Background: an optimization exercise with open tools, aiming at small area. Do not read the settings as production practice. Only simulation tests tie the RTL to the original design; equivalence was not proved.

==> v20: inputs <==
==> flow/design.v (excerpt) <==
module terrain_gen #(
    parameter logic [7:0] MIN_H         = 8'd80,
    parameter logic [7:0] MAX_H         = 8'd115,
    parameter logic [2:0] GROUND_COLOUR = 3'b010
) (
    input  logic       CLOCK_50,
    input  logic       resetn,
    input  logic       start,
    input  logic [7:0] seed,
    input  logic       query_valid,
    input  logic [7:0] query_x,
    output logic [7:0] height,
    output logic       height_valid,
    output logic       ready,
    output logic       busy,
    output logic [7:0] vga_x,
    output logic [6:0] vga_y,
    output logic [2:0] vga_colour,
    output logic       vga_plot
);
    localparam logic [1:0] IDLE = 2'b00, READY = 2'b01, GEN = 2'b10, DRAW = 2'b11;
    logic [1:0] state_q, state_d;
    logic [7:0] cnt_q, cnt_d;       
    logic [5:0] h_q, h_d;           
    logic       hv_q, hv_d;
    logic [7:0] pos_q, pos_d;       
    logic       found_q, found_d;
    logic [5:0] acc_q, acc_d;       
    logic       s_gen, s_draw, s_ready;
    assign s_gen   = (state_q == GEN);
    assign s_draw  = (state_q == DRAW);
    assign s_ready = (state_q == READY);
    function automatic logic [4:0] rom(input logic [7:0] i);
        case (i)
            8'd0: rom = 5'd4;
            8'd1: rom = 5'd4;
            8'd2: rom = 5'd3;
            8'd3: rom = 5'd3;
            8'd4: rom = 5'd3;
  ...
clock: 10.0 ns
lec_check: 0
cap_margin: 20
core_margin: 2
core_utilization: 40
cts_buf_list: sky130_fd_sc_hd__clkbuf_4
cts_cluster_size: 10
gpl_timing_driven: 0
slew_margin: 20
standard.sh (not shown) runs the stock make flow with config.mk's settings and CLKGATE_MAP_FILE= SYNTH_SCRIPT=/design/flow/synth_recipe.tcl, a recipe that flattens the netlist after the stock synthesis.
==> flow/flow/run.sh <==
#!/bin/bash
# Layout flow: the standard flow (standard.sh), with two changes:
#  - synthesis maps the logic with an area-oriented ABC script (flow/abc.script) instead of
#    ORFS's speed script; everything else in synthesis is the standard script (synth_recipe.tcl
#    steps: -nofsm -noshare, flatten, rename), so the registers are the standard ones;
#  - synthesis leaves adders to ABC (no full/half-adder cell extraction) and inserts no
#    buffers on pass-through wires (port buffering below gives every port its own buffer);
#  - port buffers use the smallest buffer (buf_1); every port still gets its buffer.
set -euo pipefail
HERE=$(pwd)
export MY_WORK=$HERE/flow_work
export MY_ABC_SCRIPT=$HERE/flow/abc.script
mkdir -p "$MY_WORK"
sed "s#SYNTH_SCRIPT=[^ ]*#SYNTH_SCRIPT=$HERE/flow/synth.tcl#" standard.sh > my_standard.sh
grep -q "SYNTH_SCRIPT=$HERE/flow/synth.tcl" my_standard.sh
export BUFFER_PORTS_ARGS="-buffer_cell sky130_fd_sc_hd__buf_1"
bash my_standard.sh ADDER_MAP_FILE= SYNTH_INSBUF=0 synth > synth.log 2>&1
bash my_standard.sh finish > layout.log 2>&1
==> flow/flow/abc.script <==
strash
balance -l
resub -K 6 -l
rewrite -l
resub -K 6 -N 2 -l
refactor -l
resub -K 8 -l
balance -l
resub -K 8 -N 2 -l
rewrite -l
resub -K 10 -l
rewrite -z -l
resub -K 10 -N 2 -l
balance -l
resub -K 12 -l
refactor -z -l
resub -K 12 -N 2 -l
rewrite -z -l
balance -l
dch -f
amap
==> flow/flow/synth.tcl <==
proc synth {args} { yosys synth -nofsm -noshare {*}$args }
set f [open $::env(SCRIPTS_DIR)/synth_preamble.tcl]; set pre [read $f]; close $f
set pre [string map [list {set abc_script $::env(SCRIPTS_DIR)/abc_speed.script} "set abc_script $::env(MY_ABC_SCRIPT)" {set abc_script $::env(SCRIPTS_DIR)/abc_area.script} "set abc_script $::env(MY_ABC_SCRIPT)"] $pre]
set f [open $::env(MY_WORK)/preamble_mod.tcl w]; puts $f $pre; close $f
set f [open $::env(SCRIPTS_DIR)/synth.tcl]; set txt [read $f]; close $f
set txt [string map [list {source $::env(SCRIPTS_DIR)/synth_preamble.tcl} "source $::env(MY_WORK)/preamble_mod.tcl"] $txt]
set f [open $::env(MY_WORK)/synth_mod.tcl w]; puts $f $txt; close $f
source $::env(MY_WORK)/synth_mod.tcl
# left out here: clear keep_hierarchy, flatten, clean up, hide names made inside functions, write 1_2_yosys.v
==> v6 (differences from v20) <==
- CTS_BUF_LIST: sky130_fd_sc_hd__clkbuf_4 -> sky130_fd_sc_hd__clkbuf_8
- CTS_CLUSTER_DIAMETER: unset -> 300
- CTS_CLUSTER_SIZE: 10 -> 32
==> v3 (differences from v20) <==
--- a/flow/design.v
+++ b/flow/design.v
@@ -324,17 +324,32 @@
         for (int i = 0; i < 6; i++) begin
             hsum[i] = r6[i] ^ acc_q[i] ^ c;
             c       = (r6[i] & acc_q[i]) | (c & (r6[i] ^ acc_q[i]));
         end
     end
     assign hpath = (op[7] & (op[6] | op[5])) ? 6'd56 : hsum;
     logic       hit1, hit2, searching;
+    logic [5:0] acc_step, acc_sum;
     assign hit1      = (pos_q == 8'hB2);
     assign hit2      = (pos_q == 8'h15);
     assign searching = s_gen && !found_q;
+    always_comb begin
+        if (!searching || hit1) acc_step = 6'd0;
+        else if (hit2)          acc_step = {{5{~pos_q[1] & ~pos_q[2]}}, ~(pos_q[1] ^ pos_q[2])};  
+        else case ({pos_q[3], pos_q[2], pos_q[1]})                                       
+            3'b000:  acc_step = 6'b111110;
+            3'b001,
+            3'b100:  acc_step = 6'b111111;
+            3'b101:  acc_step = 6'b000000;
+            3'b010:  acc_step = 6'b000000;
+            3'b011,
+            3'b110:  acc_step = 6'b000001;
+            default: acc_step = 6'b000010;
+        endcase
+    end
     logic       start_ok, col_end;
     assign start_ok = !state_q[1] && start;
     assign col_end  = (h_q == 6'd55);
     assign cnt_en   = s_gen || (s_draw && col_end);
     logic [5:0] h_inc;
     always_comb begin
         logic c;
@@ -344,25 +359,26 @@
             c         = c & cnt_q[i];
         end
         c = 1'b1;
         for (int i = 0; i < 6; i++) begin
             h_inc[i] = h_q[i] ^ c;
             c        = c & h_q[i];
         end
+        c = 1'b0;
+        for (int i = 0; i < 6; i++) begin
+            acc_sum[i] = acc_q[i] ^ acc_step[i] ^ c;
+            c          = (acc_q[i] & acc_step[i]) | (c & (acc_q[i] ^ acc_step[i]));
+        end
     end
     always_comb begin
         state_d = state_q;
         hv_d    = s_ready && query_valid;
         cnt_d   = start_ok ? 8'd96 : cnt_nx;
-        if (s_draw && !col_end) h_d = h_inc;
-        else if (s_gen)         h_d = 6'd33;
-        else                    h_d = hpath;
-        if (start_ok)                    acc_d = 6'd30;
-        else if (s_gen && cnt_q == 8'd255) acc_d = ~hsum;
-        else                             acc_d = acc_q;
+        h_d = (s_draw && !col_end) ? h_inc : hpath;
+        acc_d   = start_ok ? 6'd28 : acc_sum;
         pos_d   = pos_q;
         found_d = found_q;
         if (start_ok) begin
             pos_d   = (seed == 8'h00) ? 8'h01 : seed;
             found_d = 1'b0;
         end else if (searching) begin
             if (hit1 || hit2) begin
==> flow/flow/abc.script (replaced) <==
strash
dch -f
amap
==> v28 (differences from v20) <==
--- a/flow/flow/run.sh
+++ b/flow/flow/run.sh
@@ -1,11 +1,11 @@
 #!/bin/bash
-# Layout flow: the standard flow (standard.sh), with two changes:
-#  - synthesis maps the logic with an area-oriented ABC script (flow/abc.script) instead of
-#    ORFS's speed script; everything else in synthesis is the standard script (synth_recipe.tcl
+# Layout flow: the standard flow (standard.sh), with these changes:
+#  - synthesis maps the logic with an area-oriented ABC script (flow/abc.script: logic
+#    restructuring, choice computation, area mapping) instead of ORFS's speed script; everything else in synthesis is the standard script (synth_recipe.tcl
 #    steps: -nofsm -noshare, flatten, rename), so the registers are the standard ones;
 #  - synthesis leaves adders to ABC (no full/half-adder cell extraction) and inserts no
 #    buffers on pass-through wires (port buffering below gives every port its own buffer);
 #  - port buffers use the smallest buffer (buf_1); every port still gets its buffer.
 set -euo pipefail
 HERE=$(pwd)
 export MY_WORK=$HERE/flow_work
==> notes.md <==
- Routed wire length: v20 is higher than v6 (about 0.7%).
- In v20 the maximum frequency is higher than in v6, by about 0.36%.
- Between v3 and v28, the lower critical path depth is in v3 (gap 3).
- Flip-flop and latch count is the same in v28 and v6.
- Synthesized cell count is the same in v28 and v6.
- Worst setup slack: v6 is lower than v28 (31 ps).
==> figures <==
|  | v3 | v20 | v28 | v6 |
|---|---|---|---|---|
| WL/cell | 13.0 um | 12.7 um | 12.7 um | 12.6 um |
| Placed cell count | 599 | 563 | 563 | 563 |
| Filler Cells Inserted | 718 | 710 | 710 | 703 |
| Vias per cell | 5.45 | 5.57 | 5.57 | 5.51 |
| Beginning of the worst hold path | acc_q[0] | acc_q[0] | acc_q[0] | acc_q[0] |
| Pin slew with the least headroom to its limit | 804 ps | 1050 ps | 1050 ps | 1060 ps |
| Result of the run | no timing/DRC/antenna violations | no timing/DRC/antenna violations | no timing/DRC/antenna violations | no timing/DRC/antenna violations |
| Vias after detailed routing | 3324 | 3179 | 3179 | 3147 |
| Total buffers and inverters traversed by the critical path | 5 | 7 | 7 | 7 |
| Capture instance of the worst register-to-register path | h_q[5] | acc_q[5] | acc_q[5] | acc_q[5] |
| Well-Tap Cells | 96 | 77 | 77 | 77 |

==> port drivers added, routing unchanged <==
In the flow no input, the clock included, has a driving cell. The finished layouts below were timed again as built, in two steps. Step 1 (the two cells are an assumption about what drives the block):
set clk [get_ports {CLOCK_50}]
set_driving_cell -lib_cell sky130_fd_sc_hd__clkbuf_16 $clk
set_driving_cell -lib_cell sky130_fd_sc_hd__buf_2 [delete_from_list [all_inputs] $clk]
Step 2 moves the port delays by t, midway between the first and last clock arrival at a register: inputs arrive t later, outputs are due t later. That takes back most of the time a late clock gives input paths. a / b / c = no drivers / after step 1 / after step 2; a / b = the first two.
run | t (ns) | setup slack, ns | worst slew at a driven data input, ns
v20 | 0.351 | 1.367 / 1.367 / 1.367 | 0.03
v6 | 0.306 | 1.336 / 1.336 / 1.336 | 0.03
v3 | 0.351 | 1.155 / 1.155 / 1.155 | 0.03
v28 | 0.351 | 1.367 / 1.367 / 1.367 | 0.03
After both steps every run listed still meets setup and hold.
